This design comes from an exercise in tuning for small area, a short achievable clock period and few clock cycles per item on the open sky130 flow, not from production work.
Function was checked by simulation only, so behaviour that the tests miss may differ from the original.
Power is estimated from default activity; no workload was simulated.

`flow/config.mk`:
```
export PLATFORM = sky130hd
export DESIGN_NAME = rational_arithmetic_unit
export DESIGN_NICKNAME = rational_arithmetic_unit
export VERILOG_FILES = /design/flow/design.v
export SDC_FILE = /design/flow/constraint.sdc
export NUM_CORES = 4
export LEC_CHECK = 0
export CAP_MARGIN = 20
export CORE_MARGIN = 2
export CORE_UTILIZATION = 40
export SLEW_MARGIN = 20
```
`flow/constraint.sdc`:
```
create_clock -name core_clock -period 10.0 [get_ports {aclk}]
set_input_delay 2.0000 -clock core_clock [delete_from_list [all_inputs] [get_ports {aclk}]]
set_output_delay 2.0000 -clock core_clock [all_outputs]
set_load 0.01 [all_outputs]
```
`flow/design.v`:
```
package rau_pkg;
    localparam logic [2:0] MODE_ADD = 3'd0;
    localparam logic [2:0] MODE_SUB = 3'd1;
    localparam logic [2:0] MODE_MUL = 3'd2;
    localparam logic [2:0] MODE_DIV = 3'd3;
    localparam logic [2:0] MODE_NEG = 3'd4;
    localparam logic [2:0] MODE_INC = 3'd5;
    localparam logic [2:0] MODE_DEC = 3'd6;
    localparam logic [2:0] MODE_RED = 3'd7;
    localparam logic [1:0] ERR_OK       = 2'd0;
    localparam logic [1:0] ERR_ZERO_DEN = 2'd1;
    localparam logic [1:0] ERR_DIV_ZERO = 2'd2;
    localparam logic [1:0] ERR_OVERFLOW = 2'd3;
endpackage
module rational_arithmetic_unit (
    input  logic         aclk,
    input  logic         aresetn,
    input  logic         s_axis_tvalid,
    output logic         s_axis_tready,
    input  logic [135:0] s_axis_tdata,
    output logic         m_axis_tvalid,
    input  logic         m_axis_tready,
    output logic [71:0]  m_axis_tdata
);
    localparam logic [1:0] S_IDLE = 2'd0;
    localparam logic [1:0] S_MUL  = 2'd1;
    localparam logic [1:0] S_GCD  = 2'd2;
    logic [2:0]  mode;
    logic [31:0] an, ad, bn, bd;
    assign mode = s_axis_tdata[2:0];
    assign an = s_axis_tdata[34:3];
    assign ad = s_axis_tdata[66:35];
    assign bn = s_axis_tdata[98:67];
    assign bd = s_axis_tdata[130:99];
    logic m_add, m_sub, m_mul, m_div, m_neg, m_inc, m_dec, two;
    assign m_add = (mode == rau_pkg::MODE_ADD);
    assign m_sub = (mode == rau_pkg::MODE_SUB);
    assign m_mul = (mode == rau_pkg::MODE_MUL);
    assign m_div = (mode == rau_pkg::MODE_DIV);
    assign m_neg = (mode == rau_pkg::MODE_NEG);
    assign m_inc = (mode == rau_pkg::MODE_INC);
    assign m_dec = (mode == rau_pkg::MODE_DEC);
    assign two   = ~mode[2];
    logic [1:0]  state;
    logic        ovalid;
    logic [4:0]  cnt;
    logic        first_r, swap_r;
    logic        bit_an, bit_ad, bit_bn, bit_bd;
    logic [64:0] x;
    logic [63:0] y;
    logic signed [31:0] p1, p2;
    logic [30:0] q1, q2;
    logic        ovf_r;
    logic [1:0]  err_r;
    logic zd, dz;
    assign zd = (ad == 32'd0) || (two && bd == 32'd0);
    assign dz = m_div && (bn == 32'd0);
    logic [5:0] l_an, l_ad, l_bn, l_bd;
    integer j;
    always_comb begin
        l_an = 6'd1; l_ad = 6'd1; l_bn = 6'd1; l_bd = 6'd1;
        for (j = 0; j < 31; j = j + 1) begin
            if (an[j] != an[31]) l_an = 6'(j + 2);
            if (ad[j] != ad[31]) l_ad = 6'(j + 2);
            if (bn[j] != bn[31]) l_bn = 6'(j + 2);
            if (bd[j] != bd[31]) l_bd = 6'(j + 2);
        end
    end
    logic       swap;
    logic [5:0] l_min_ab, l_max_d, m_len;
    always_comb begin
        swap = (l_an < l_bn);
        l_min_ab = swap ? l_an : l_bn;
        l_max_d = (l_ad > l_bd) ? l_ad : l_bd;
        if (!two) m_len = 6'd1;
        else if (m_mul) m_len = (l_min_ab > l_bd) ? l_min_ab : l_bd;
        else m_len = l_max_d;
    end
    logic        en1, en2, neg1, neg2;
    logic [31:0] a2, a3;
    logic        f;
    logic        c1, c2, c3;      
    logic        w1, w2, w3;      
    always_comb begin
        en1  = !(m_mul && swap_r);
        en2  = m_add || m_sub || m_inc || m_dec || (m_mul && swap_r);
        neg1 = m_neg;
        neg2 = m_sub || m_dec;
        a2   = (m_inc || m_dec) ? ad : bn;
        a3   = m_div ? bn : ad;
        f    = a3[31] ^ (two && (m_div ? ad[31] : bd[31]));
        if (two) begin
            c1 = m_mul ? bit_bn : bit_bd;
            c2 = m_mul ? bit_an : bit_ad;
            c3 = m_div ? bit_ad : bit_bd;
        end else begin
            c1 = 1'b1; c2 = 1'b1; c3 = 1'b1;
        end
        w1 = neg1 ^ f ^ (first_r && two);
        w2 = neg2 ^ f ^ (first_r && two);
        w3 = f ^ (first_r && two);
    end
    logic [64:0] t1, t2, xs, cs_s, cs_c, x_mul;
    logic [63:0] t3, ys, y_mul;
    logic        u1, u2, u3;
    always_comb begin
        u1 = en1 && c1;
        u2 = en2 && c2;
        u3 = c3;
        t1 = u1 ? ({{33{an[31]}}, an} ^ {65{w1}}) : 65'd0;
        t2 = u2 ? ({{33{a2[31]}}, a2} ^ {65{w2}}) : 65'd0;
        t3 = u3 ? ({{32{a3[31]}}, a3} ^ {64{w3}}) : 64'd0;
        xs = first_r ? {64'd0, u1 && w1} : {x[63:0], u1 && w1};
        ys = first_r ? {63'd0, u3 && w3} : {y[62:0], u3 && w3};
        cs_s = xs ^ t1 ^ t2;
        cs_c = {(xs[63:0] & t1[63:0]) | (xs[63:0] & t2[63:0]) | (t1[63:0] & t2[63:0]), u2 && w2};
        x_mul = cs_s + cs_c;
        y_mul = ys + t3;
    end
    logic [4:0] nidx;
    assign nidx = cnt - 5'd1;
    logic        x_zero, x_odd, y_odd, x_eq_y, x_neg;
    logic [64:0] d1, d2, dsel;
    logic        ge;
    logic [2:0]  lowv;
    logic [1:0]  k;
    always_comb begin
        x_neg  = x[64];
        x_zero = (x == 65'd0);
        x_odd  = x[0];
        y_odd  = y[0];
        x_eq_y = (x == {1'b0, y});
        d1 = x - {1'b0, y};
        d2 = {1'b0, y} - x;
        ge = !d1[64];
        dsel = ge ? d1 : d2;
        if (!x_odd && !y_odd) lowv = x[2:0] | y[2:0];
        else if (!x_odd) lowv = x[2:0];
        else if (!y_odd) lowv = y[2:0];
        else lowv = x[2:0] ^ y[2:0];
        if (lowv[0]) k = 2'd0;
        else if (lowv[1]) k = 2'd1;
        else if (lowv[2]) k = 2'd2;
        else k = 2'd3;
    end
    logic        sub_step, xev, yev, both_ev;
    assign both_ev  = !x_odd && !y_odd;
    assign xev      = !x_odd && y_odd;
    assign yev      = x_odd && !y_odd;
    assign sub_step = x_odd && y_odd;
    logic [64:0] xsrc, x_gcd;
    logic [63:0] y_gcd;
    logic signed [34:0] p1n, p2n, psum, pbase;
    logic [33:0] q1n, q2n, qsum, qbase;
    always_comb begin
        xsrc  = sub_step ? dsel : x;
        x_gcd = yev ? x : (xsrc >> k);
        if (sub_step) y_gcd = ge ? y : x[63:0];
        else if (xev) y_gcd = y;
        else y_gcd = y >> k;
        psum  = 35'(p1) + 35'(p2);
        qsum  = 34'(q1) + 34'(q2);
        pbase = (sub_step && !ge) ? 35'(p2) : 35'(p1);
        qbase = (sub_step && !ge) ? 34'(q2) : 34'(q1);
        p1n   = pbase <<< k;
        q1n   = qbase << k;
        if (sub_step) begin
            p2n = psum; q2n = qsum;
        end else begin
            p2n = 35'(p2) <<< k;
            q2n = 34'(q2) << k;
        end
    end
    function automatic logic p_bad(input logic signed [34:0] v);
        p_bad = (v > 35'sd2147483647) || (v < -35'sd2147483647);
    endfunction
    function automatic logic q_bad(input logic [33:0] v);
        q_bad = (v > 34'd2147483647);
    endfunction
    logic gcd_done, fin_eq;
    assign fin_eq   = sub_step && x_eq_y;
    assign gcd_done = ovf_r || x_zero || fin_eq;
    logic out_free, start, mul_last, to_gcd, take;
    assign out_free = !ovalid || m_axis_tready;
    assign mul_last = (state == S_MUL) && (cnt == 5'd0);
    assign to_gcd   = mul_last && out_free;
    assign take     = ((state == S_IDLE) && s_axis_tvalid && (zd || dz) && out_free)
                   || ((state == S_GCD) && gcd_done && !x_neg);
    assign s_axis_tready = take;
    assign m_axis_tvalid = ovalid;
    always_ff @(posedge aclk) begin
        if (!aresetn) begin
            state  <= S_IDLE;
            ovalid <= 1'b0;
        end else begin
            if (m_axis_tready) ovalid <= 1'b0;
            if (take) ovalid <= 1'b1;
            case (state)
                S_IDLE: if (s_axis_tvalid && !(zd || dz)) state <= S_MUL;
                S_MUL:  if (to_gcd) state <= S_GCD;
                S_GCD:  if (take) state <= S_IDLE;
                default: state <= S_IDLE;
            endcase
        end
    end
    always_ff @(posedge aclk) begin
        case (state)
            S_IDLE: begin
                cnt     <= 5'(m_len - 6'd1);
                first_r <= 1'b1;
                swap_r  <= swap;
                bit_an  <= an[31];
                bit_ad  <= ad[31];
                bit_bn  <= bn[31];
                bit_bd  <= bd[31];
                if (take) begin
                    err_r <= zd ? rau_pkg::ERR_ZERO_DEN : rau_pkg::ERR_DIV_ZERO;
                end
            end
            S_MUL: begin
                if (!mul_last || out_free) begin
                    x <= x_mul;
                    y <= y_mul;
                    first_r <= 1'b0;
                    cnt <= nidx;
                    bit_an <= an[nidx];
                    bit_ad <= ad[nidx];
                    bit_bn <= bn[nidx];
                    bit_bd <= bd[nidx];
                end
                if (to_gcd) begin
                    p1 <= 32'sd1; p2 <= 32'sd0;
                    q1 <= 31'd0;  q2 <= 31'd1;
                    ovf_r <= 1'b0;
                end
            end
            S_GCD: begin
                if (gcd_done) begin
                    if (fin_eq && !ovf_r) begin
                        p2 <= psum[31:0];
                        q2 <= qsum[30:0];
                    end
                    err_r <= (ovf_r || (fin_eq && (p_bad(psum) || q_bad(qsum))))
                             ? rau_pkg::ERR_OVERFLOW : rau_pkg::ERR_OK;
                end else if (x_neg) begin
                    x  <= 65'd0 - x;
                    p1 <= -32'sd1;
                end else begin
                    x <= x_gcd;
                    y <= y_gcd;
                    if (sub_step || xev) begin
                        p1 <= p1n[31:0];
                        q1 <= q1n[30:0];
                    end
                    if (sub_step || yev) begin
                        p2 <= p2n[31:0];
                        q2 <= q2n[30:0];
                    end
                    ovf_r <= ((sub_step || xev) && (p_bad(p1n) || q_bad(q1n)))
                          || ((sub_step || yev) && (p_bad(p2n) || q_bad(q2n)));
                end
            end
            default: ;
        endcase
    end
    logic ok;
    assign ok = (err_r == rau_pkg::ERR_OK);
    assign m_axis_tdata = {7'd0, err_r, ok ? q2 : 31'd1, ok ? p2 : 32'd0};
endmodule
```
`flow/run.sh`:
```
#!/bin/bash
# synth_recipe.tcl (not shown) runs the flow's synth.tcl, then flattens the netlist and writes it again
# the make line also repeats each setting of config.mk as NAME=value (left out here)
make -C /OpenROAD-flow-scripts/flow DESIGN_CONFIG=/design/flow/config.mk WORK_HOME=/design/flow/orfs CLKGATE_MAP_FILE= SYNTH_SCRIPT=/design/flow/synth_recipe.tcl finish
```
==> impl_results.md <==
* Total CTS buffers at 38
* Fin crit share at 89.28%
* Antenna-violating nets left at 0
* Largest cells by area after synthesis: edfxtp_1, ha_1, mux2i_1
* Routed WL per cell at around 24 um
* Final total power at 21.83 mW
* Crit path from: s_axis_tdata[1]
* PostCTS Resize Cnt at 0
* Final net count at slightly below 7k
* Top Family by Delay on Critical Path: compound AO/OA/AOI/OAI gates
* Worst slew pin tran at approximately 1.2 ns
* Clk_skew at around 0.037 ns
* Number of flops mapped to enable cells by yosys at 269
* CTS tree: built
* Non-filler instance count after layout at 7825
* CP Data Arrival Time at 9.25 ns
* Synth area leader: edfxtp_1
* Critical path's largest stage delay at 0.60 ns
* Slew Limit Fails at 0
* Worst ir drop on vdd at 376.4 uV
* Routed vias/inst at 6.254
* Rows at ~130
* Yosys warns at 1
* # setup viols final at 0
* WS Path Type: in -> reg
* Share of the synthesized area in the top cell type at 17.00%
* Sequential share of power at around an eighth
* Layout cells sized above 1 at ~5.3%
* DP Cell Count at roughly 7.8k
* Commonest cells in the netlist: nor2_1, a21oi_1, nand2_1, mux2i_1, o21ai_0
* Die W at between 300 and 400 um
* Residual DRC at 0
* Critical Path Fanout Max at 8
* Main flop type after synthesis: edfxtp_1
* Outcome: no timing/DRC/antenna violations
* PD cells at roughly 420 nW/um^2
* Mean Syn Cell Area at 7.527 sq um
* Synthesized area at 47520 sq um
* Setup crit start kind: input pin
* Port Buf Inserts at 201
* Leakage at 21.67 nW
* Global-route wire length before repair at approximately 280000 um
* Number of buffers and inverters on the critical path at 5
* First drt pass iteration count at 8
* Async set-reset flop share out of synthesis at 0%
* Vias in the first global route at approximately 46k
* Cts hold-fix bufs at 0
* Reg2reg start: first_r$_DFFE_PP_
* Clk sinks at 272
* Hold Startpoint: state[0]$_SDFFE_PN0P_
* P_int at 9.371 mW
* Most frequent cell after synthesis: nor2_1
* Slew HR at 17.48%
* DR iter-0 viols at 5313
* Post-synthesis sequential area ratio at 17.12%
* Core Footprint at 117900 sq um
* Routed via count at slightly below 50k
* Total track usage at 29.25%
* Worst Hold Class: reg -> reg
* Final hold viol count at 0
* DRT Wirelength at around 180000 um
* Clock share of power at 6.9%
* #FFs+latches synth at 272
* Comb power frac at 81.1%
* Die height at 348.7 um
* Clk root buf: clkbuf_16
* Post-Synthesis Cells at 6313
* Ports at 214
* Max-cap viol count at 0
* Latest clock arrival within the worst-skew pair at 0.64 ns
* Pin count of the biggest net entering global routing at 149
* H-tree depth at 2
* Slowest cell on crit path: clkdlybuf4s50_1
* Peak Freq at 112.0 MHz
* Final setup TNS at 0 ns
* Overflow left after global routing at 0
* Initial antenna violation count at 3
* Die Footprint at 121600 sq um
* RePlAce Congestion at between 0.9 and 1
* RSZ-0062 raised after global routing: false
* CP Capture Type: register
* Count of cell types in the netlist at 104
* Post-CTS Setup Bufs at 0
* Dpl hpwl at 141300 um
* Area Growth Syn to Fin at 9.695%
* Fin crit period at 8.928 ns
* Sw Ratio at 57.08%
* WP data required at 10.32 ns
* Clk pin slew, worst setup/hold paths at roughly 0.05 ns
* Max clock buf depth at 3
* Initial Util at slightly above 40%
* Hold slack at 0.5702 ns
* Switching pwr at 12.46 mW
cell type report:
cell class                 count  area (sq um)
antenna                        1         2.502
clock buffer                  40         958.4
clock inverter                29         332.8
fill                       11970         65800
inverter                     267          1007
multi-input combinational   5380         36930
sequential                   272          8138
tap                         1536          1922
timing repair buffer         300          2838
registers in the layout (all words and copies together) (netlist names), 2 cells and up:
name and cells:
p2 32, p1 32, q1 31, state 2, q2 31, y 64, x 65, err_r 2
cnt 5
final timing paths:
| check | slack [ns] | depth (start not counted) | to |
|---|---|---|---|
| worst max-delay path | 1.07 | 30 | x[64]$_DFFE_PP_ |
| worst min-delay path | 0.57 | 2 | state[0]$_SDFFE_PN0P_ |
| worst max register to register | 2.57 | 24 | x[64]$_DFFE_PP_ |
| worst min register to register | 0.57 | 2 | state[0]$_SDFFE_PN0P_ |
power groups by stage:
stage,Sequential (mW),Clock [mW],Combinational [mW]
after floorplan,2.37,0,12.9
after global placement,2.61,0,17.1
final,2.63,1.50,17.7
after CTS,2.60,1.51,17.3
after global routing,2.68,1.54,19.1
after detailed placement,2.62,0,17.2
worst reg2reg max path: stages (launching register included):
cell,delay [ns]
edfxtp_1,0.58
nor2_1,0.18
a21oi_1,0.05
o31ai_1,0.43
nor3_4,0.15
xnor2_2,0.31
buf_4,0.48
xor2_1,0.22
nor2_4,0.22
buf_4,0.37
fa_1,0.49
ha_1,0.38
a21o_1,0.20
a21o_1,0.18
a21oi_1,0.33
nor2_1,0.20
a221oi_1,0.32
o31ai_1,0.13
a41oi_1,0.57
o41ai_2,0.15
buf_4,0.18
a41oi_1,0.37
o21ai_1,0.16
xnor2_1,0.34
mux2i_1,0.16
routing by layer:
metal / routed length [um] / GRT usage [%]
met1: 81500 / 40.71
met2: 83250 / 47.25
met3: 14910 / 4.125
met4: 5235 / 7.820
met5: 7 / 0
cell families (layout without fill, tap and decap cells):
| logic type | after synthesis | after routing | synth area share [%] |
|---|---|---|---|
| AOI/OAI and AO/OA | 1935 | 1935 | 25.68 |
| other | 1 | 8 | 0.007891 |
| xor gates and xnor gates | 373 | 373 | 6.954 |
| buffers and inverters | 667 | 636 | 5.732 |
| DFF | 272 | 272 | 17.12 |
| muxes | 461 | 461 | 11.35 |
| and+or+nand+nor | 2185 | 2185 | 21.01 |
| adders and majority gates | 419 | 419 | 12.14 |
through the flow:
| stage | cell area [sq um] | util (%) | setup slack, ns |
|---|---|---|---|
| final | 52130 | 44.20 | 1.072 |
| after global routing | 52130 | 44.20 | 0.5596 |
| after detailed placement | 50770 | 43.05 | 0.5052 |
| after CTS | 52060 | 44.15 | 1.156 |
| after global placement | 50770 | 43.05 | 0.5646 |
| after floorplan | 47550 | - | 0.4294 |
cells in the final DEF, fill, tap and decap left out, types with 18 or more instances in the layout:
cell type	count
nand2_1	649
nand2b_1	62
nand3_1	147
o31ai_1	30
nor2_1	735
xor2_1	157
buf_4	93
nand4_1	75
mux2i_1	374
mux4_2	58
inv_1	260
a211o_1	31
a31oi_1	74
a21o_1	149
clkbuf_16	38
o22ai_1	52
a21boi_0	21
a221oi_1	33
fa_1	70
ha_1	347
and3_1	55
o21bai_1	89
a22oi_1	24
clkdlybuf4s50_1	201
xnor2_1	211
or3_1	39
mux2_2	25
edfxtp_1	269
a21oi_1	688
nor4_1	50
a211oi_1	68
o21ai_0	356
o221ai_1	33
and2_1	99
or2_2	18
nor3_1	113
o21a_1	47
nor2b_1	53
o211ai_1	44
Testbench counts, summed over its fixed seeds: cycles 55,577, items 2,400.

re-timing with driven ports:
Ports are ideal in the flow. The routed layout listed here was re-timed in OpenROAD.
Step 1 sets driving cells, clkbuf_16 on the clock port and buf_2 on the other inputs (assumed; they add their load-dependent delay and slew).
Step 2 also shifts input and output timing later by t, the mid clock arrival at the registers, as if the neighbouring blocks saw the same clock.
Three values: ideal ports, drivers, drivers and shift; two values: the first two.
shift t [ns]: 0.697
setup slack, ns: 1.072 / 1.077 / 0.380
worst data-port slew with drivers (ns): 0.09
cell pins on the clock port's net: 1
After both steps setup and hold are still met in this run. For this run, drivers alone change the setup slack by +0.005 ns; drivers and shift together by -0.692 ns.
